Context: an optimization exercise on an open-source flow, tuned for small area, a short achievable clock period and few clock cycles per item. The choices shown serve that exercise and are no tape-out recipe.
No run shown here included a check of the RTL's function; only the layout flow was run.
The clock port is modelled as an ideal driver; clocking choices that lean on that would not hold on a real chip.
Power figures rest on the tool's default switching activity, not on a simulated workload.

===== design/flow/design.v =====
package afu_region_pkg;
   typedef enum logic [1:0] {
      OP_READ  = 2'd0,
      OP_WRITE = 2'd1
   } afu_op_e;
   typedef enum logic [1:0] {
      RSP_OK      = 2'd0,
      RSP_BAD_PID = 2'd1,
      RSP_BAD_OP  = 2'd2
   } afu_status_e;
   typedef enum logic [1:0] {
      HS_IDLE      = 2'd0,
      HS_BUSY      = 2'd1,
      HS_ACK       = 2'd2,
      HS_WAIT_DROP = 2'd3
   } afu_hs_state_e;
endpackage
`timescale 1ns/1ns
module afu_null_port #(
   parameter int NS = 4       
) (
   input  logic                   i_clk,
   input  logic                   i_arst_n,
   input  logic [NS-1:0]          i_wr,         
   input  logic [64-1:0] i_wdata,
   output logic [64-1:0] o_scratch,
   output logic                   o_vld
);
   localparam int SW = 64 / NS;
   always_ff @(posedge i_clk or negedge i_arst_n) begin
      if (!i_arst_n)    o_vld <= 1'b0;
      else if (i_wr[0]) o_vld <= 1'b1;
   end
   always_ff @(posedge i_clk) begin
      for (int s = 0; s < NS; s++) begin
         if (i_wr[s]) o_scratch[s*SW +: SW] <= i_wdata[s*SW +: SW];
      end
   end
endmodule
`timescale 1ns/1ns
module afu_lb_port #(
   parameter int NS = 4       
) (
   input  logic                   i_clk,
   input  logic                   i_arst_n,
   input  logic [NS*4-1:0] i_wr,    
   input  logic                   i_cnt_wr,     
   input  logic [64-1:0] i_wdata,
   output logic [4*64-1:0] o_buf,    
   output logic [4-1:0] o_vld,
   output logic [16-1:0] o_cnt
);
   localparam int SW = 64 / NS;
   always_ff @(posedge i_clk or negedge i_arst_n) begin
      if (!i_arst_n) begin
         o_vld <= '0;
         o_cnt <= '0;
      end else begin
         o_vld <= o_vld | i_wr[4-1:0];
         if (i_cnt_wr) o_cnt <= o_cnt + 1'b1;
      end
   end
   always_ff @(posedge i_clk) begin
      for (int s = 0; s < NS; s++) begin
         for (int i = 0; i < 4; i++) begin
            if (i_wr[s*4 + i])
               o_buf[i*64 + s*SW +: SW] <= i_wdata[s*SW +: SW];
         end
      end
   end
endmodule
`timescale 1ns/1ns
module afu_wr_predec (
   input  logic [3-1:0]  i_pid,
   input  logic [1:0]             i_op,
   input  logic [4-1:0] i_addr,
   output logic                   o_wr,         
   output logic                   o_ahi0,       
   output logic [3:0]             o_alo,        
   output logic [5-1:0] o_pid      
);
   assign o_wr   = (i_op == 2'd1);
   assign o_ahi0 = (i_addr[3:2] == 2'd0);
   for (genvar a = 0; a < 4; a++) begin : gen_alo
      assign o_alo[a] = (i_addr[1:0] == 2'(a));
   end
   for (genvar p = 0; p < 5; p++) begin : gen_pid
      assign o_pid[p] = (i_pid == 3'(p));
   end
endmodule
module afu_and6 (
   input  logic i_a,
   input  logic i_b,
   input  logic i_c,
   input  logic i_d,
   input  logic i_e,
   input  logic i_f,
   output logic o_y
);
   assign o_y = i_a && i_b && i_c && i_d && i_e && i_f;
endmodule
module afu_req_decode #(
   parameter int NS = 4       
) (
   input  logic                   i_clk,
   input  logic                   i_arst_n,
   input  logic                   i_req,
   input  logic [3-1:0]  i_req_pid,
   input  logic [1:0]             i_req_op,
   input  logic [4-1:0] i_req_addr,
   output logic [NS*2*4-1:0] o_word_wr,
   output logic                   o_cnt_wr,          
   output afu_region_pkg::afu_status_e o_status
);
   logic ack_q;
   logic take;
   assign take = i_req && !ack_q;
   for (genvar s = 0; s < NS; s++) begin : gen_slice
      logic                      wr;
      logic                      ahi0;
      logic [3:0]                alo;
      logic [5-1:0] pid;
      afu_wr_predec u_predec (
         .i_pid   (i_req_pid),
         .i_op    (i_req_op),
         .i_addr  (i_req_addr),
         .o_wr    (wr),
         .o_ahi0  (ahi0),
         .o_alo   (alo),
         .o_pid   (pid)
      );
      for (genvar p = 0; p < 5; p++) begin : gen_port
         if (p == 1) begin : gen_lb
            for (genvar a = 0; a < 4; a++) begin : gen_word
               afu_and6 u_wr (
                  .i_a (i_req),
                  .i_b (!ack_q),
                  .i_c (wr),
                  .i_d (ahi0),
                  .i_e (alo[a]),
                  .i_f (pid[p]),
                  .o_y (o_word_wr[s*2*4 + 4 + a])
               );
            end
         end else begin : gen_null
            localparam int S = (p == 0) ? 0 : p - 1;
            afu_and6 u_wr (
               .i_a (i_req),
               .i_b (!ack_q),
               .i_c (wr),
               .i_d (ahi0),
               .i_e (alo[4'h1]),
               .i_f (pid[p]),
               .o_y (o_word_wr[s*2*4 + S])
            );
         end
      end
   end
   assign o_cnt_wr = take && (i_req_op == 2'd1) && (i_req_pid == 3'(1));
   always_ff @(posedge i_clk or negedge i_arst_n) begin
      if (!i_arst_n) ack_q <= 1'b0;
      else           ack_q <= i_req;
   end
   always_ff @(posedge i_clk) begin
      if (i_req_pid >= 3'(5)) o_status <= afu_region_pkg::RSP_BAD_PID;
      else if (i_req_op[1])                         o_status <= afu_region_pkg::RSP_BAD_OP;
      else                                          o_status <= afu_region_pkg::RSP_OK;
   end
endmodule
`timescale 1ns/1ns
module afu_port_execute #(
   parameter int NS = 4       
) (
   input  logic                   i_clk,
   input  logic                   i_arst_n,
   input  logic [NS*2*4-1:0] i_word_wr,    
   input  logic                   i_cnt_wr,
   input  logic [64-1:0] i_wdata,
   output logic [2*4*64-1:0] o_word,
   output logic [2*4-1:0] o_word_vld,
   output logic [16-1:0] o_cnt
);
   for (genvar k = 0; k < 5 - 1; k++) begin : gen_null
      logic [NS-1:0] wr;
      for (genvar s = 0; s < NS; s++) begin : gen_slice
         assign wr[s] = i_word_wr[s*2*4 + k];
      end
      afu_null_port #(
         .NS (NS)
      ) u_null (
         .i_clk     (i_clk),
         .i_arst_n  (i_arst_n),
         .i_wr      (wr),
         .i_wdata   (i_wdata),
         .o_scratch (o_word[k*64 +: 64]),
         .o_vld     (o_word_vld[k])
      );
   end
   logic [NS*4-1:0] lb_wr;
   for (genvar s = 0; s < NS; s++) begin : gen_lb_wr
      assign lb_wr[s*4 +: 4] =
         i_word_wr[s*2*4 + 4 +: 4];
   end
   afu_lb_port #(
      .NS (NS)
   ) u_lb (
      .i_clk     (i_clk),
      .i_arst_n  (i_arst_n),
      .i_wr      (lb_wr),
      .i_cnt_wr  (i_cnt_wr),
      .i_wdata   (i_wdata),
      .o_buf     (o_word[4*64 +: 4*64]),
      .o_vld     (o_word_vld[4 +: 4]),
      .o_cnt     (o_cnt)
   );
endmodule
`timescale 1ns/1ns
module afu_rd_predec (
   input  logic [3-1:0]  i_pid,
   input  logic [1:0]             i_op,
   input  logic [4-1:0] i_addr,
   output logic                   o_rd,         
   output logic                   o_ahi0,       
   output logic                   o_ahi1,       
   output logic [3:0]             o_alo,        
   output logic [5-1:0] o_pid,     
   output logic                   o_null_pid,   
   output logic [3-1:0]  o_null_pid_bit   
);
   assign o_rd   = (i_op == 2'd0);
   assign o_ahi0 = (i_addr[3:2] == 2'd0);
   assign o_ahi1 = (i_addr[3:2] == 2'd1);
   for (genvar a = 0; a < 4; a++) begin : gen_alo
      assign o_alo[a] = (i_addr[1:0] == 2'(a));
   end
   for (genvar p = 0; p < 5; p++) begin : gen_pid
      assign o_pid[p] = (i_pid == 3'(p));
   end
   assign o_null_pid = (i_pid < 3'(5)) && (i_pid != 3'(1));
   for (genvar b = 0; b < 3; b++) begin : gen_pid_bit
      assign o_null_pid_bit[b] = o_null_pid && i_pid[b];
   end
endmodule
module afu_and5 (
   input  logic i_a,
   input  logic i_b,
   input  logic i_c,
   input  logic i_d,
   input  logic i_e,
   output logic o_y
);
   assign o_y = i_a && i_b && i_c && i_d && i_e;
endmodule
module afu_and4 (
   input  logic i_a,
   input  logic i_b,
   input  logic i_c,
   input  logic i_d,
   output logic o_y
);
   assign o_y = i_a && i_b && i_c && i_d;
endmodule
module afu_rsp_slice #(
   parameter int LO = 0,      
   parameter int W  = 16      
) (
   input  logic                   i_clk,
   input  logic [2*4-1:0] i_word_sel,
   input  logic                   i_cnt_sel,
   input  logic                   i_hdr_sel,        
   input  logic [3-1:0]  i_hdr_pid_sel,    
   input  logic [2*4*64-1:0] i_word,    
   input  logic [16-1:0] i_cnt,
   output logic [W-1:0]           o_rdata
);
   localparam logic [64-1:0] HDR_ID  = {{(64-12){1'b0}}, 12'h014};
   localparam logic [64-1:0] HDR_PID = {{(64-16){1'b0}}, 4'b0111, 12'h000};
   logic [W-1:0] rdata;
   always_comb begin
      rdata = '0;
      for (int b = 0; b < W; b++) begin
         for (int k = 0; k < 2*4; k++)
            rdata[b] = rdata[b] | (i_word[k*64 + LO + b] & i_word_sel[k]);
         if (LO + b < 16)
            rdata[b] = rdata[b] | (i_cnt[(LO + b) % 16] & i_cnt_sel);
         if (HDR_ID[LO + b])
            rdata[b] = rdata[b] | i_hdr_sel;
         if (HDR_PID[LO + b])
            rdata[b] = rdata[b] | i_hdr_pid_sel[(LO + b - 12) % 3];
      end
   end
   always_ff @(posedge i_clk) begin
      o_rdata <= rdata;
   end
endmodule
module afu_rsp_result (
   input  logic                   i_clk,
   input  logic                   i_arst_n,
   input  logic                   i_req,
   input  logic [3-1:0]  i_pid,
   input  logic [1:0]             i_op,
   input  logic [4-1:0] i_addr,
   input  logic [2*4-1:0] i_word_vld,
   input  logic [2*4*64-1:0] i_word,    
   input  logic [16-1:0] i_cnt,
   output logic                   o_ack,
   output logic [64-1:0] o_rdata
);
   localparam int NSL = 5;
   always_ff @(posedge i_clk or negedge i_arst_n) begin
      if (!i_arst_n) o_ack <= 1'b0;
      else           o_ack <= i_req;
   end
   for (genvar s = 0; s < NSL; s++) begin : gen_slice
      localparam int LO = (s < 2) ? 8 * s : 16 * (s - 1);
      localparam int SW = (s < 2) ? 8 : 16;
      logic                      rd;
      logic                      ahi0;
      logic                      ahi1;
      logic [3:0]                alo;
      logic [5-1:0] pid;
      logic                      null_pid;
      logic [3-1:0]     null_pid_bit;
      logic [3-1:0]     hdr_pid_sel;
      logic [2*4-1:0] word_sel;
      logic                      cnt_sel;
      logic                      hdr_sel;
      afu_rd_predec u_predec (
         .i_pid      (i_pid),
         .i_op       (i_op),
         .i_addr     (i_addr),
         .o_rd       (rd),
         .o_ahi0     (ahi0),
         .o_ahi1     (ahi1),
         .o_alo      (alo),
         .o_pid      (pid),
         .o_null_pid (null_pid),
         .o_null_pid_bit (null_pid_bit)
      );
      for (genvar p = 0; p < 5; p++) begin : gen_port
         if (p == 1) begin : gen_lb
            for (genvar a = 0; a < 4; a++) begin : gen_word
               afu_and5 u_sel (
                  .i_a (rd),
                  .i_b (ahi0),
                  .i_c (alo[a]),
                  .i_d (pid[p]),
                  .i_e (i_word_vld[4+a]),
                  .o_y (word_sel[4+a])
               );
            end
         end else begin : gen_null
            localparam int S = (p == 0) ? 0 : p - 1;
            afu_and5 u_sel (
               .i_a (rd),
               .i_b (ahi0),
               .i_c (alo[4'h1]),
               .i_d (pid[p]),
               .i_e (i_word_vld[S]),
               .o_y (word_sel[S])
            );
         end
      end
      afu_and4 u_cnt_sel (
         .i_a (rd),
         .i_b (ahi1),
         .i_c (alo[4'h4 & 4'h3]),
         .i_d (pid[1]),
         .o_y (cnt_sel)
      );
      afu_and4 u_hdr_sel (
         .i_a (rd),
         .i_b (ahi0),
         .i_c (alo[4'h0]),
         .i_d (null_pid),
         .o_y (hdr_sel)
      );
      for (genvar b = 0; b < 3; b++) begin : gen_hdr_pid
         afu_and4 u_hdr_pid_sel (
            .i_a (rd),
            .i_b (ahi0),
            .i_c (alo[4'h0]),
            .i_d (null_pid_bit[b]),
            .o_y (hdr_pid_sel[b])
         );
      end
      afu_rsp_slice #(
         .LO (LO),
         .W  (SW)
      ) u_slice (
         .i_clk      (i_clk),
         .i_word_sel (word_sel),
         .i_cnt_sel  (cnt_sel),
         .i_hdr_sel  (hdr_sel),
         .i_hdr_pid_sel (hdr_pid_sel),
         .i_word     (i_word),
         .i_cnt      (i_cnt),
         .o_rdata    (o_rdata[LO +: SW])
      );
   end
endmodule
`timescale 1ns/1ns
module afu_region_top (
   input  logic                   i_clk,
   input  logic                   i_arst_n,
   input  logic                   i_req,
   input  logic [3-1:0]  i_req_pid,
   input  logic [1:0]             i_req_op,
   input  logic [4-1:0] i_req_addr,
   input  logic [64-1:0] i_req_wdata,
   output logic                   o_ack,
   output logic [64-1:0] o_rsp_rdata,
   output afu_region_pkg::afu_status_e            o_rsp_status
);
   localparam int NS = 4;     
   logic [NS*2*4-1:0] dec_word_wr;
   logic                       dec_cnt_wr;
   afu_region_pkg::afu_status_e dec_status;
   logic [2*4*64-1:0] exe_word;
   logic [2*4-1:0] exe_word_vld;
   logic [16-1:0]   exe_cnt;
   afu_req_decode #(
      .NS (NS)
   ) u_decode (
      .i_clk       (i_clk),
      .i_arst_n    (i_arst_n),
      .i_req       (i_req),
      .i_req_pid   (i_req_pid),
      .i_req_op    (i_req_op),
      .i_req_addr  (i_req_addr),
      .o_word_wr   (dec_word_wr),
      .o_cnt_wr    (dec_cnt_wr),
      .o_status    (dec_status)
   );
   afu_port_execute #(
      .NS (NS)
   ) u_execute (
      .i_clk      (i_clk),
      .i_arst_n   (i_arst_n),
      .i_word_wr  (dec_word_wr),
      .i_cnt_wr   (dec_cnt_wr),
      .i_wdata    (i_req_wdata),
      .o_word     (exe_word),
      .o_word_vld (exe_word_vld),
      .o_cnt      (exe_cnt)
   );
   afu_rsp_result u_result (
      .i_clk      (i_clk),
      .i_arst_n   (i_arst_n),
      .i_req      (i_req),
      .i_pid      (i_req_pid),
      .i_op       (i_req_op),
      .i_addr     (i_req_addr),
      .i_word_vld (exe_word_vld),
      .i_word     (exe_word),
      .i_cnt      (exe_cnt),
      .o_ack      (o_ack),
      .o_rdata    (o_rsp_rdata)
   );
   assign o_rsp_status = dec_status;
endmodule

===== design/flow/flow/run.sh =====
#!/bin/bash
set -euo pipefail
here=$(cd "$(dirname "${BASH_SOURCE[0]}")" && pwd)
export BUFFER_PORTS_ARGS="-buffer_cell sky130_fd_sc_hd__buf_2"
export POST_CTS_TCL="$here/post_cts.tcl"
bash standard.sh > standard.log 2>&1

===== design/flow/flow/post_cts.tcl =====
set block [ord::get_db_block]
set clk_net [$block findNet i_clk]
set removed 0
foreach it [$clk_net getITerms] {
  set inst [$it getInst]
  set master [[$inst getMaster] getName]
  if {![string match "sky130_fd_sc_hd__clkbuf_*" $master]} { continue }
  set out_net ""
  foreach oit [$inst getITerms] {
    if {[$oit isOutputSignal]} { set out_net [$oit getNet] }
  }
  if {$out_net eq ""} { continue }
  set loads {}
  set all_bufs 1
  foreach lit [$out_net getITerms] {
    if {[$lit getInst] eq $inst} { continue }
    lappend loads $lit
    if {![string match "sky130_fd_sc_hd__clkbuf_*" [[[$lit getInst] getMaster] getName]]} { set all_bufs 0 }
  }
  set port_pins [expr {[llength [$clk_net getITerms]] - 1 + [llength $loads]}]
  if {!$all_bufs || $port_pins > 4 || [llength [$out_net getBTerms]] > 0} { continue }
  puts "post_cts: removing clock root buffer [$inst getName] ($master), port now drives $port_pins pins"
  foreach lit $loads {
    $lit disconnect
    $lit connect $clk_net
  }
  $it disconnect
  odb::dbInst_destroy $inst
  odb::dbNet_destroy $out_net
  incr removed
  break
}
if {$removed} {
  estimate_parasitics -placement
  report_clock_skew
  report_worst_slack -max
  report_worst_slack -min
}

===== design/flow/standard.sh =====
#!/bin/bash
# synth_recipe.tcl (not shown) runs the flow's synth.tcl, then flattens the netlist and writes it again
# the make line also repeats each setting of config.mk as NAME=value (left out here)
make -C /OpenROAD-flow-scripts/flow DESIGN_CONFIG=/design/flow/config.mk WORK_HOME=/design/flow/orfs CLKGATE_MAP_FILE= SYNTH_SCRIPT=/design/flow/synth_recipe.tcl "${@:-finish}"

===== design/flow/config.mk =====
export PLATFORM = sky130hd
export DESIGN_NAME = afu_region_top
export DESIGN_NICKNAME = afu_region_top
export VERILOG_FILES = /design/flow/design.v
export SDC_FILE = /design/flow/constraint.sdc
export NUM_CORES = 4
export LEC_CHECK = 0
export CAP_MARGIN = 20
export CORE_MARGIN = 2
export CORE_UTILIZATION = 65
export CTS_CLUSTER_DIAMETER = 100
export CTS_CLUSTER_SIZE = 30
export PLACE_DENSITY = 0.75
export SETUP_SLACK_MARGIN = 2.2
export SLEW_MARGIN = 20
export SYNTH_HIERARCHICAL = 1

===== design/flow/constraint.sdc =====
create_clock -name core_clock -period 4.0 [get_ports {i_clk}]
set_input_delay 0.8000 -clock core_clock [delete_from_list [all_inputs] [get_ports {i_clk}]]
set_output_delay 0.8000 -clock core_clock [all_outputs]
set_load 0.01 [all_outputs]

==> run notes, run 1 <==
status finished clean; Post-Syn Area 0.0228 mm^2; CP Capture Type register; Pleak 0.00870 uW; worst-margin pin slew 605 ps; DR iter-0 viols 1259; peak supply drop 0.415 mV; gr ovfl total 0; vias in the first global route 12703; Ports 143; row count 68; wire length of the first global-routing pass 74.2 mm; worst r2r src u_decode.ack_q; Clock transition at path regs 120 ps; multi-input logic area 0.00556 mm^2; fin crit share 0.475; Core Region 0.0345 mm^2; Wirelength per Cell 24.8 um; DRT Pass-1 Iters 6; GRT Util Overall 0.270; vias per std cell 6.46; setup TNS 0 ps; clock period minus worst slack 1900 ps; syn_area_per_cell 16.5 um^2; Worst Setup Start Kind input pin; slowest stage delay, CP 330 ps; die height 191 um; share of cells above drive strength 1 0.311; routability cong. 0.824; Worst Skew 28.9 ps; clk sinks 604; initial core utilization 0.661; largest net degree at the start of global routing 51; initial antenna violation count 1; Die ar. 0.0366 mm^2; crit path cell chain buf_16 -> nand4bb_4 -> nor4b_4 -> and4_4 -> buf_4 -> buf_6 -> nand4_1 -> xnor2_1; CTS tree done; dpl hpwl 27.6 mm; fillcell total 1987; Synth warnings 15; number of max-cap violations 0; critical path fanouts, max 5; Post-DRT Antenna Nets 0; FMAX 526 MHz; via count 13339; Final Hold Vio Count 0; Slew Limit Headroom 0.596; Power Total 10100 uW; unrepaired setup endpoints after global routing true; residual DRC count 0; Cells after Synth 1382; Slowest-stage cell, CP and4_4; max-slew violations 0; CP required 4330 ps; NumNets Final 1667; worst min path class in -> async; Port Buffers 142; CP Class in -> reg; Die Wd 191 um; syn_nets 1459; pwr/cell area 378 mW/mm^2; Arr. time, crit path 2240 ps; Syn-to-layout area delta 17.1%; storage element area 0.0174 mm^2; setup violators final 0; drt total wl 51.2 mm; CP Launch Point i_req_op[1]; worst skew pair latency 440 ps
==> cells in the final DEF, fill, tap and decap left out, types with 16 or more instances in the layout <==
master and instances:
edfxtp_1 512, buf_2 101, dfxtp_1 34, nand3_1 46, buf_6 43, clkbuf_1 18, nor2_4 59, dfrtp_1 26
clkbuf_16 31, buf_12 38, dfxtp_2 32, a221oi_2 16, a22o_1 16, a22oi_1 168, nand2_1 76, nand4_1 88
buf_4 60, nor3b_1 19, nor2_1 27, a22oi_2 45
==> sequential cells by signal, summed over array words and instances, names as in the netlist <==
signal,cells
u_result.o_ack,1
u_result.gen_slice.u_slice.o_rdata,64
u_execute.u_lb.o_buf,256
u_execute.gen_null.u_null.o_scratch,256
u_execute.u_lb.o_cnt,16
u_execute.gen_null.u_null.o_vld,4
u_execute.u_lb.o_vld,4
u_decode.ack_q,1
u_decode.o_status,2
==> metal layers <==
metal	vias up	track usage	routed length [um]
met5	-	0	0
met4	0	0.0583	1070
met3	80	0.0334	3990
met2	574	0.459	25700
met1	6748	0.382	20400
li1	5937	-	-
==> worst paths after layout <==
path	end	slack, ps	cells past startpoint
worst max-delay path	u_execute.u_lb.o_cnt[12]	2100	8
worst min-delay path	u_execute.u_lb.o_cnt[0]	340	1
worst max register to register	u_execute.u_lb.o_cnt[12]	2140	7
worst min register to register	u_result.gen_slice[0].u_slice.o_rdata[6]	450	2
max in group asynchronous	u_decode.ack_q	3250	1
min in group core_clock	u_result.gen_slice[0].u_slice.o_rdata[6]	450	2
==> area by class of cell <==
class,count,area share
Inverter,1,0.000281
Sequential cell,604,0.650
Multi-Input combinational cell,705,0.208
Antenna cell,2,0.000187
Clock buffer,42,0.0250
Timing Repair Buffer,254,0.0936
Clock inverter,1,0.00112
Tap cell,455,0.0213
Timing Repair inverter,1,0.000281
==> per-stage QoR <==
stage / util / std cells / hold slack, ps / setup WS [ps] / area (um^2)
final: 0.774 / 2065 / 341 / 2100 / 26700
after global routing: 0.774 / 2064 / 370 / 2060 / 26700
after detailed placement: 0.700 / 1936 / 453 / 829 / 24200
after global placement: 0.700 / 1936 / 448 / 938 / 24200
after floorplan: - / 1382 / 434 / 1790 / 23400
==> power breakdown <==
group | switching (uW) | total, uW | internal (uW)
sequential | 18.0 | 6840 | 6820
combinational | 220 | 348 | 128
clock | 1750 | 2910 | 1160
total | 1980 | 10100 | 8110
==> worst max-delay path: cells and delay by family <==
| kind | cells | cell delay (ps) |
|---|---|---|
| and+or+nand+nor | 4 | 950 |
| xor gates and xnor gates | 1 | 150 |
| buffers and inverters | 3 | 330 |
==> run 2: changes to the inputs <==
--- a/design/flow/config.mk
+++ b/design/flow/config.mk
@@ -11,6 +11,6 @@
 export CTS_CLUSTER_DIAMETER = 100
 export CTS_CLUSTER_SIZE = 30
 export PLACE_DENSITY = 0.75
-export SETUP_SLACK_MARGIN = 2.2
+export SETUP_SLACK_MARGIN = 2.1
 export SLEW_MARGIN = 20
 export SYNTH_HIERARCHICAL = 1
==> run notes, run 2 <==
status finished clean; pwr/cell area 387 mW/mm^2; Slew Limit Headroom 0.567; clk sinks 604; most frequent cells in the layout 512 x edfxtp_1, 174 x a22oi_1, 133 x buf_2; Post-Syn Area 0.0228 mm^2; initial core utilization 0.661; DRT Pass-1 Iters 5; Worst Skew 28.7 ps; worst hold slack 354 ps; Pleak 0.00838 uW; Syn-to-layout area delta 13.4%; Arr. time, crit path 2350 ps; met2 Track Usage GR 0.447; NumNets Final 1643; Wirelength per Cell 24.2 um; wire length of the first global-routing pass 73.6 mm; Clock transition at path regs 110 ps; vias per std cell 6.45; share of cells above drive strength 1 0.273; cell area after layout 0.0259 mm^2; Die ar. 0.0366 mm^2; largest net degree at the start of global routing 52; syn_nets 1459; Worst Setup Start Kind input pin; initial antenna violation count 5; DR iter-0 viols 1276; fin crit share 0.491; Setup WS pre-CTS 941 ps; Most Used Layer, Global Route met2; worst-margin pin slew 646 ps; CP required 4390 ps; syn_area_per_cell 16.5 um^2; CTS tree done; fin worst setup slack 2040 ps; gr ovfl total 0; peak supply drop 0.470 mV; Core Region 0.0345 mm^2; fin util 0.750; Die Wd 191 um; most common cell after layout, fill and taps aside edfxtp_1; DP Area 0.0239 mm^2; met3 usage 0.0431; Final Hold Vio Count 0; number of max-cap violations 0; worst min path class in -> async; critical path fanouts, max 11; routability cong. 0.801; Top Registers u_execute.gen_null.u_null.o_scratch x256, u_execute.u_lb.o_buf x256, u_result.gen_slice.u_slice.o_rdata x64; CP Class in -> reg; met1 Use GR 0.373; die height 191 um; max-slew violations 0; GRT Util Overall 0.267; vias in the first global route 12637; Ports 143; setup violators final 0; clock period minus worst slack 1960 ps; residual DRC count 0; via count 13163; dpl hpwl 27.3 mm; Synth warnings 15; FMAX 510 MHz; Cells after Synth 1382; unrepaired setup endpoints after global routing true; Port Buffers 142; CP Capture Type register; worst skew pair latency 440 ps; setup TNS 0 ps; Post-DRT Antenna Nets 0; drt total wl 49.4 mm; row count 68
[run 2: changes by cell type in the layout (fill, tap and decap cells not counted), sizes merged]
cell	previous run	this run
buf	247	230
clkbuf	49	42
diode	2	3
[run 2: where the power goes]
group          switching (uW)  leakage [uW]  internal [uW]
combinational             202       0.00256           86.1
clock                    1740      0.000328           1160
sequential               16.3       0.00549           6820
total                    1960       0.00838           8070
[run 2: metrics by stage]
| stage | cells | total power (uW) |
|---|---|---|
| 6_report | 2042 | 10000 |
| 2_1_floorplan | 1382 | 7070 |
| 3_3_place_gp | 1933 | 7220 |
| 5_1_grt | 2041 | 10300 |
| 3_5_place_dp | 1933 | 7230 |
[run 2: cell type report]
type / count / area, um^2
sequential: 604 / 17400
fill: 2100 / 8650
multi-input combinational: 705 / 5340
timing repair buffer: 230 / 1910
clock buffer: 42 / 668
tap: 455 / 569
clock inverter: 1 / 30.0
inverter: 1 / 7.51
antenna: 3 / 7.51
timing repair inverter: 1 / 5.00
[run 2: path summary, 6_finish.rpt]
path / startpoint / end / slack [ps] / depth (start not counted)
worst max-delay path: i_req_addr[2] / u_result.gen_slice[0].u_slice.o_rdata[4] / 2040 / 7
max in group asynchronous: i_arst_n / u_execute.u_lb.o_cnt[9] / 3230 / 1
worst min-delay path: i_arst_n / u_execute.u_lb.o_cnt[3] / 350 / 1
min in group core_clock: u_execute.gen_null[2].u_null.o_scratch[6] / u_result.gen_slice[0].u_slice.o_rdata[6] / 470 / 2
worst min register to register: u_execute.gen_null[2].u_null.o_scratch[6] / u_result.gen_slice[0].u_slice.o_rdata[6] / 470 / 2
worst max register to register: u_decode.ack_q / u_execute.gen_null[0].u_null.o_scratch[18] / 2130 / 4
[run 2: routing by layer]
layer | share of wire | wire length (um)
met4 | 0.017 | 829
met1 | 0.40 | 19700
met2 | 0.50 | 24800
met3 | 0.083 | 4100
met5 | 0.00042 | 21
[run 2: critical path, cell delays in order]
cell and delay (ps):
buf_2 240, nor2_2 360, nand3_1 220, nor2_4 330
a22o_1 230, a221oi_2 40, nand4_1 110
==> run 3: changes to the inputs <==
--- a/design/flow/design.v
+++ b/design/flow/design.v
@@ -71,16 +71,15 @@
 endmodule
 `timescale 1ns/1ns
 module afu_wr_predec (
+   input  logic                   i_take,
    input  logic [3-1:0]  i_pid,
    input  logic [1:0]             i_op,
    input  logic [4-1:0] i_addr,
-   output logic                   o_wr,         
-   output logic                   o_ahi0,       
+   output logic                   o_wr_lo,      
    output logic [3:0]             o_alo,        
    output logic [5-1:0] o_pid      
 );
-   assign o_wr   = (i_op == 2'd1);
-   assign o_ahi0 = (i_addr[3:2] == 2'd0);
+   assign o_wr_lo = i_take && (i_op == 2'd1) && (i_addr[3:2] == 2'd0);
    for (genvar a = 0; a < 4; a++) begin : gen_alo
       assign o_alo[a] = (i_addr[1:0] == 2'(a));
    end
@@ -88,17 +87,6 @@
       assign o_pid[p] = (i_pid == 3'(p));
    end
 endmodule
-module afu_and6 (
-   input  logic i_a,
-   input  logic i_b,
-   input  logic i_c,
-   input  logic i_d,
-   input  logic i_e,
-   input  logic i_f,
-   output logic o_y
-);
-   assign o_y = i_a && i_b && i_c && i_d && i_e && i_f;
-endmodule
 module afu_req_decode #(
    parameter int NS = 4       
 ) (
@@ -110,47 +98,40 @@
    input  logic [4-1:0] i_req_addr,
    output logic [NS*2*4-1:0] o_word_wr,
    output logic                   o_cnt_wr,          
+   output logic                   o_ack,
    output afu_region_pkg::afu_status_e o_status
 );
-   logic ack_q;
    logic take;
-   assign take = i_req && !ack_q;
+   assign take = i_req && !o_ack;
    for (genvar s = 0; s < NS; s++) begin : gen_slice
-      logic                      wr;
-      logic                      ahi0;
+      logic                      wr_lo;
       logic [3:0]                alo;
       logic [5-1:0] pid;
       afu_wr_predec u_predec (
+         .i_take  (take),
          .i_pid   (i_req_pid),
          .i_op    (i_req_op),
          .i_addr  (i_req_addr),
-         .o_wr    (wr),
-         .o_ahi0  (ahi0),
+         .o_wr_lo (wr_lo),
          .o_alo   (alo),
          .o_pid   (pid)
       );
       for (genvar p = 0; p < 5; p++) begin : gen_port
          if (p == 1) begin : gen_lb
             for (genvar a = 0; a < 4; a++) begin : gen_word
-               afu_and6 u_wr (
-                  .i_a (i_req),
-                  .i_b (!ack_q),
-                  .i_c (wr),
-                  .i_d (ahi0),
-                  .i_e (alo[a]),
-                  .i_f (pid[p]),
+               afu_and3 u_wr (
+                  .i_a (wr_lo),
+                  .i_b (alo[a]),
+                  .i_c (pid[p]),
                   .o_y (o_word_wr[s*2*4 + 4 + a])
                );
             end
          end else begin : gen_null
             localparam int S = (p == 0) ? 0 : p - 1;
-            afu_and6 u_wr (
-               .i_a (i_req),
-               .i_b (!ack_q),
-               .i_c (wr),
-               .i_d (ahi0),
-               .i_e (alo[4'h1]),
-               .i_f (pid[p]),
+            afu_and3 u_wr (
+               .i_a (wr_lo),
+               .i_b (alo[4'h1]),
+               .i_c (pid[p]),
                .o_y (o_word_wr[s*2*4 + S])
             );
          end
@@ -158,8 +139,8 @@
    end
    assign o_cnt_wr = take && (i_req_op == 2'd1) && (i_req_pid == 3'(1));
    always_ff @(posedge i_clk or negedge i_arst_n) begin
-      if (!i_arst_n) ack_q <= 1'b0;
-      else           ack_q <= i_req;
+      if (!i_arst_n) o_ack <= 1'b0;
+      else           o_ack <= i_req;
    end
    always_ff @(posedge i_clk) begin
       if (i_req_pid >= 3'(5)) o_status <= afu_region_pkg::RSP_BAD_PID;
@@ -219,17 +200,16 @@
    input  logic [3-1:0]  i_pid,
    input  logic [1:0]             i_op,
    input  logic [4-1:0] i_addr,
-   output logic                   o_rd,         
-   output logic                   o_ahi0,       
-   output logic                   o_ahi1,       
+   output logic                   o_rd_lo,      
+   output logic                   o_rd_hi,      
    output logic [3:0]             o_alo,        
    output logic [5-1:0] o_pid,     
-   output logic                   o_null_pid,   
-   output logic [3-1:0]  o_null_pid_bit   
+   output logic                   o_null_pid    
 );
-   assign o_rd   = (i_op == 2'd0);
-   assign o_ahi0 = (i_addr[3:2] == 2'd0);
-   assign o_ahi1 = (i_addr[3:2] == 2'd1);
+   logic rd;
+   assign rd      = (i_op == 2'd0);
+   assign o_rd_lo = rd && (i_addr[3:2] == 2'd0);
+   assign o_rd_hi = rd && (i_addr[3:2] == 2'd1);
    for (genvar a = 0; a < 4; a++) begin : gen_alo
       assign o_alo[a] = (i_addr[1:0] == 2'(a));
    end
@@ -237,28 +217,23 @@
       assign o_pid[p] = (i_pid == 3'(p));
    end
    assign o_null_pid = (i_pid < 3'(5)) && (i_pid != 3'(1));
-   for (genvar b = 0; b < 3; b++) begin : gen_pid_bit
-      assign o_null_pid_bit[b] = o_null_pid && i_pid[b];
-   end
 endmodule
-module afu_and5 (
+module afu_and4 (
    input  logic i_a,
    input  logic i_b,
    input  logic i_c,
    input  logic i_d,
-   input  logic i_e,
    output logic o_y
 );
-   assign o_y = i_a && i_b && i_c && i_d && i_e;
+   assign o_y = i_a && i_b && i_c && i_d;
 endmodule
-module afu_and4 (
+module afu_and3 (
    input  logic i_a,
    input  logic i_b,
    input  logic i_c,
-   input  logic i_d,
    output logic o_y
 );
-   assign o_y = i_a && i_b && i_c && i_d;
+   assign o_y = i_a && i_b && i_c;
 endmodule
 module afu_rsp_slice #(
    parameter int LO = 0,      
@@ -267,8 +242,8 @@
    input  logic                   i_clk,
    input  logic [2*4-1:0] i_word_sel,
    input  logic                   i_cnt_sel,
-   input  logic                   i_hdr_sel,        
-   input  logic [3-1:0]  i_hdr_pid_sel,    
+   input  logic                   i_hdr_sel,
+   input  logic [3-1:0]  i_pid,
    input  logic [2*4*64-1:0] i_word,    
    input  logic [16-1:0] i_cnt,
    output logic [W-1:0]           o_rdata
@@ -286,7 +261,7 @@
          if (HDR_ID[LO + b])
             rdata[b] = rdata[b] | i_hdr_sel;
          if (HDR_PID[LO + b])
-            rdata[b] = rdata[b] | i_hdr_pid_sel[(LO + b - 12) % 3];
+            rdata[b] = rdata[b] | (i_hdr_sel & i_pid[(LO + b - 12) % 3]);
       end
    end
    always_ff @(posedge i_clk) begin
@@ -295,33 +270,21 @@
 endmodule
 module afu_rsp_result (
    input  logic                   i_clk,
-   input  logic                   i_arst_n,
-   input  logic                   i_req,
    input  logic [3-1:0]  i_pid,
    input  logic [1:0]             i_op,
    input  logic [4-1:0] i_addr,
    input  logic [2*4-1:0] i_word_vld,
    input  logic [2*4*64-1:0] i_word,    
    input  logic [16-1:0] i_cnt,
-   output logic                   o_ack,
    output logic [64-1:0] o_rdata
 );
-   localparam int NSL = 5;
-   always_ff @(posedge i_clk or negedge i_arst_n) begin
-      if (!i_arst_n) o_ack <= 1'b0;
-      else           o_ack <= i_req;
-   end
-   for (genvar s = 0; s < NSL; s++) begin : gen_slice
-      localparam int LO = (s < 2) ? 8 * s : 16 * (s - 1);
-      localparam int SW = (s < 2) ? 8 : 16;
-      logic                      rd;
-      logic                      ahi0;
-      logic                      ahi1;
+   localparam int SW = 16;
+   for (genvar s = 0; s < 64 / SW; s++) begin : gen_slice
+      logic                      rd_lo;
+      logic                      rd_hi;
       logic [3:0]                alo;
       logic [5-1:0] pid;
       logic                      null_pid;
-      logic [3-1:0]     null_pid_bit;
-      logic [3-1:0]     hdr_pid_sel;
       logic [2*4-1:0] word_sel;
       logic                      cnt_sel;
       logic                      hdr_sel;
@@ -329,73 +292,58 @@
          .i_pid      (i_pid),
          .i_op       (i_op),
          .i_addr     (i_addr),
-         .o_rd       (rd),
-         .o_ahi0     (ahi0),
-         .o_ahi1     (ahi1),
+         .o_rd_lo    (rd_lo),
+         .o_rd_hi    (rd_hi),
          .o_alo      (alo),
          .o_pid      (pid),
-         .o_null_pid (null_pid),
-         .o_null_pid_bit (null_pid_bit)
+         .o_null_pid (null_pid)
       );
       for (genvar p = 0; p < 5; p++) begin : gen_port
          if (p == 1) begin : gen_lb
             for (genvar a = 0; a < 4; a++) begin : gen_word
-               afu_and5 u_sel (
-                  .i_a (rd),
-                  .i_b (ahi0),
-                  .i_c (alo[a]),
-                  .i_d (pid[p]),
-                  .i_e (i_word_vld[4+a]),
+               afu_and4 u_sel (
+                  .i_a (rd_lo),
+                  .i_b (alo[a]),
+                  .i_c (pid[p]),
+                  .i_d (i_word_vld[4+a]),
                   .o_y (word_sel[4+a])
                );
             end
          end else begin : gen_null
             localparam int S = (p == 0) ? 0 : p - 1;
-            afu_and5 u_sel (
-               .i_a (rd),
-               .i_b (ahi0),
-               .i_c (alo[4'h1]),
-               .i_d (pid[p]),
-               .i_e (i_word_vld[S]),
+            afu_and4 u_sel (
+               .i_a (rd_lo),
+               .i_b (alo[4'h1]),
+               .i_c (pid[p]),
+               .i_d (i_word_vld[S]),
                .o_y (word_sel[S])
             );
          end
       end
-      afu_and4 u_cnt_sel (
-         .i_a (rd),
-         .i_b (ahi1),
-         .i_c (alo[4'h4 & 4'h3]),
-         .i_d (pid[1]),
+      afu_and3 u_cnt_sel (
+         .i_a (rd_hi),
+         .i_b (alo[4'h4 & 4'h3]),
+         .i_c (pid[1]),
          .o_y (cnt_sel)
       );
-      afu_and4 u_hdr_sel (
-         .i_a (rd),
-         .i_b (ahi0),
-         .i_c (alo[4'h0]),
-         .i_d (null_pid),
+      afu_and3 u_hdr_sel (
+         .i_a (rd_lo),
+         .i_b (alo[4'h0]),
+         .i_c (null_pid),
          .o_y (hdr_sel)
       );
-      for (genvar b = 0; b < 3; b++) begin : gen_hdr_pid
-         afu_and4 u_hdr_pid_sel (
-            .i_a (rd),
-            .i_b (ahi0),
-            .i_c (alo[4'h0]),
-            .i_d (null_pid_bit[b]),
-            .o_y (hdr_pid_sel[b])
-         );
-      end
       afu_rsp_slice #(
-         .LO (LO),
+         .LO (s * SW),
          .W  (SW)
       ) u_slice (
          .i_clk      (i_clk),
          .i_word_sel (word_sel),
          .i_cnt_sel  (cnt_sel),
          .i_hdr_sel  (hdr_sel),
-         .i_hdr_pid_sel (hdr_pid_sel),
+         .i_pid      (i_pid),
          .i_word     (i_word),
          .i_cnt      (i_cnt),
-         .o_rdata    (o_rdata[LO +: SW])
+         .o_rdata    (o_rdata[s*SW +: SW])
       );
    end
 endmodule
@@ -415,6 +363,7 @@
    localparam int NS = 4;     
    logic [NS*2*4-1:0] dec_word_wr;
    logic                       dec_cnt_wr;
+   logic                       dec_ack;
    afu_region_pkg::afu_status_e dec_status;
    logic [2*4*64-1:0] exe_word;
    logic [2*4-1:0] exe_word_vld;
@@ -430,6 +379,7 @@
       .i_req_addr  (i_req_addr),
       .o_word_wr   (dec_word_wr),
       .o_cnt_wr    (dec_cnt_wr),
+      .o_ack       (dec_ack),
       .o_status    (dec_status)
    );
    afu_port_execute #(
@@ -446,16 +396,14 @@
    );
    afu_rsp_result u_result (
       .i_clk      (i_clk),
-      .i_arst_n   (i_arst_n),
-      .i_req      (i_req),
       .i_pid      (i_req_pid),
       .i_op       (i_req_op),
       .i_addr     (i_req_addr),
       .i_word_vld (exe_word_vld),
       .i_word     (exe_word),
       .i_cnt      (exe_cnt),
-      .o_ack      (o_ack),
       .o_rdata    (o_rsp_rdata)
    );
+   assign o_ack        = dec_ack;
    assign o_rsp_status = dec_status;
 endmodule
==> run notes, run 3 <==
fin crit share 0.503; row count 67; share of cells above drive strength 1 0.306; most common cell after layout, fill and taps aside edfxtp_1; die height 189 um; fin util 0.761; Core Region 0.0335 mm^2; most frequent cells in the layout 512 x edfxtp_1, 177 x a22oi_1, 132 x buf_2; Die ar. 0.0356 mm^2; Port Buffers 142; NumNets Final 1489; Post-Syn Area 0.0222 mm^2; clock period minus worst slack 2010 ps; syn_nets 1279; wire length of the first global-routing pass 69.0 mm; worst skew pair latency 450 ps; gr ovfl total 0; Slew Limit Headroom 0.582; GRT Util Overall 0.257; number of max-cap violations 0; Synth warnings 13; largest net degree at the start of global routing 45; status finished clean; initial core utilization 0.661; Worst Setup Start Kind input pin; dpl hpwl 25.6 mm; Worst Skew 34.2 ps; max-slew violations 0; Wirelength per Cell 26.4 um; setup violators final 0; fillcell total 1901; Pleak 0.00860 uW; Syn-to-layout area delta 15.1%; peak supply drop 0.490 mV; CTS tree done; Die Wd 189 um; worst-margin pin slew 628 ps; cell area after layout 0.0255 mm^2; Final Hold Vio Count 0; pwr/cell area 392 mW/mm^2; vias in the first global route 11548; critical path fanouts, max 8; drt total wl 49.6 mm; routability cong. 0.784; worst min path class in -> async; Arr. time, crit path 2180 ps; FMAX 497 MHz; syn_area_per_cell 18.4 um^2; DR iter-0 viols 1267; unrepaired setup endpoints after global routing true; clk sinks 603; DP Area 0.0232 mm^2; via count 12403; Final Non-Filler Cells 1881; CP Capture Type register; Ports 143; setup TNS 0 ps; residual DRC count 0; initial antenna violation count 3; Cells after Synth 1202; Power Total 9990 uW; dpl cells 1739; Clock transition at path regs 110 ps; Post-DRT Antenna Nets 0; DRT Pass-1 Iters 5; CP required 4170 ps; Top Registers u_execute.gen_null.u_null.o_scratch x256, u_execute.u_lb.o_buf x256, u_result.gen_slice.u_slice.o_rdata x64; vias per std cell 6.59; CP Class in -> reg
-- run 3: changes by cell type in the layout (fill, tap and decap cells not counted), sizes merged, moves of 5 or more --
| cell | before | now |
|---|---|---|
| and3 | 3 | 39 |
| and4 | 9 | 33 |
| buf | 230 | 242 |
| nand2 | 76 | 9 |
| nand3 | 55 | 13 |
| nand4 | 90 | 60 |
| nor2 | 96 | 9 |
| nor2b | 25 | 18 |
| nor4 | 0 | 14 |
| xnor2 | 10 | 5 |
| xor2 | 5 | 10 |
-- run 3: critical path, stage by stage --
cell and delay (ps):
buf_2 90, nor2b_4 240, nand2_2 100, nor4_4 400
and3_4 380, buf_4 160
-- run 3: final timing paths --
kind                                                                 end  slack (ps)                startpoint  cells past startpoint
worst max register to register                  u_execute.u_lb.o_buf[79]        2010            u_decode.o_ack                      5
min in group core_clock         u_result.gen_slice[0].u_slice.o_rdata[2]         470  u_execute.u_lb.o_buf[66]                      2
max in group asynchronous                       u_execute.u_lb.o_cnt[13]        3230                  i_arst_n                      1
worst max-delay path                            u_execute.u_lb.o_buf[79]        1990                     i_req                      6
worst min register to register  u_result.gen_slice[0].u_slice.o_rdata[2]         470  u_execute.u_lb.o_buf[66]                      2
worst min-delay path                             u_execute.u_lb.o_cnt[7]         360                  i_arst_n                      1
-- run 3: final cells by class --
type                            instances  area (um^2)  share of cell area
Inverter                                3         11.3            0.000442
Antenna cell                            3         7.51            0.000294
Clock buffer                           42          668              0.0262
Sequential cell                       603        17300               0.679
Multi-Input combinational cell        538         4700               0.184
Clock inverter                          1         30.0             0.00118
Tap cell                              448          561              0.0220
Timing Repair Buffer                  243         2190              0.0860
-- run 3: metal layers --
layer / track usage / part of all wire / vias to the layer above
li1: - / - / 5416
met1: 0.374 / 0.40 / 6337
met2: 0.422 / 0.49 / 571
met3: 0.0378 / 0.086 / 77
met4: 0.0535 / 0.019 / 2
met5: 0 / 0.00014 / -
-- run 3: metrics by stage --
| stage | setup WS, ps | hold WS, ps |
|---|---|---|
| floorplan | 2000 | 438 |
| global placement | 1060 | 447 |
| detailed placement | 1000 | 451 |
| global route | 1920 | 390 |
| finish | 1990 | 360 |
-- run 3: report_power, final --
part / switching (uW) / internal (uW)
clock: 1760 / 1160
sequential: 16.7 / 6810
combinational: 161 / 81.8

re-timing with driven ports:
The flow's constraints put no driver on any port. The routed layouts listed below were extracted and timed again, unchanged, in two steps. Step 1 assumes that a clkbuf_16 drives the clock port and a buf_2 every other input. Step 2 times the ports against the registers' clock, not the clock port: input delays grow and output delays shrink by t, the midpoint of the rising clock arrivals with the driver on. Three values: no drivers, after step 1, after step 2; two values: the first two.
| run | t (ns) | slack for setup (ns) | hold WS [ns] | worst register clock-pin slew, ns | cell pins on the clock port's net |
|---|---|---|---|---|---|
| run 1 | 0.502 | 2.099 / 2.044 / 1.542 | 0.341 / 0.318 / 0.449 | 0.12 / 0.12 | 2 |
| run 2 | 0.502 | 2.037 / 2.064 / 1.562 | 0.354 / 0.326 / 0.471 | 0.11 / 0.11 | 2 |
| run 3 | 0.499 | 1.987 / 1.976 / 1.476 | 0.360 / 0.315 / 0.467 | 0.12 / 0.12 | 2 |
After both steps setup and hold are still met in every run listed. The setup slack of run 1, which loses most, moves by -0.055 ns with the drivers and by -0.557 ns with both steps.
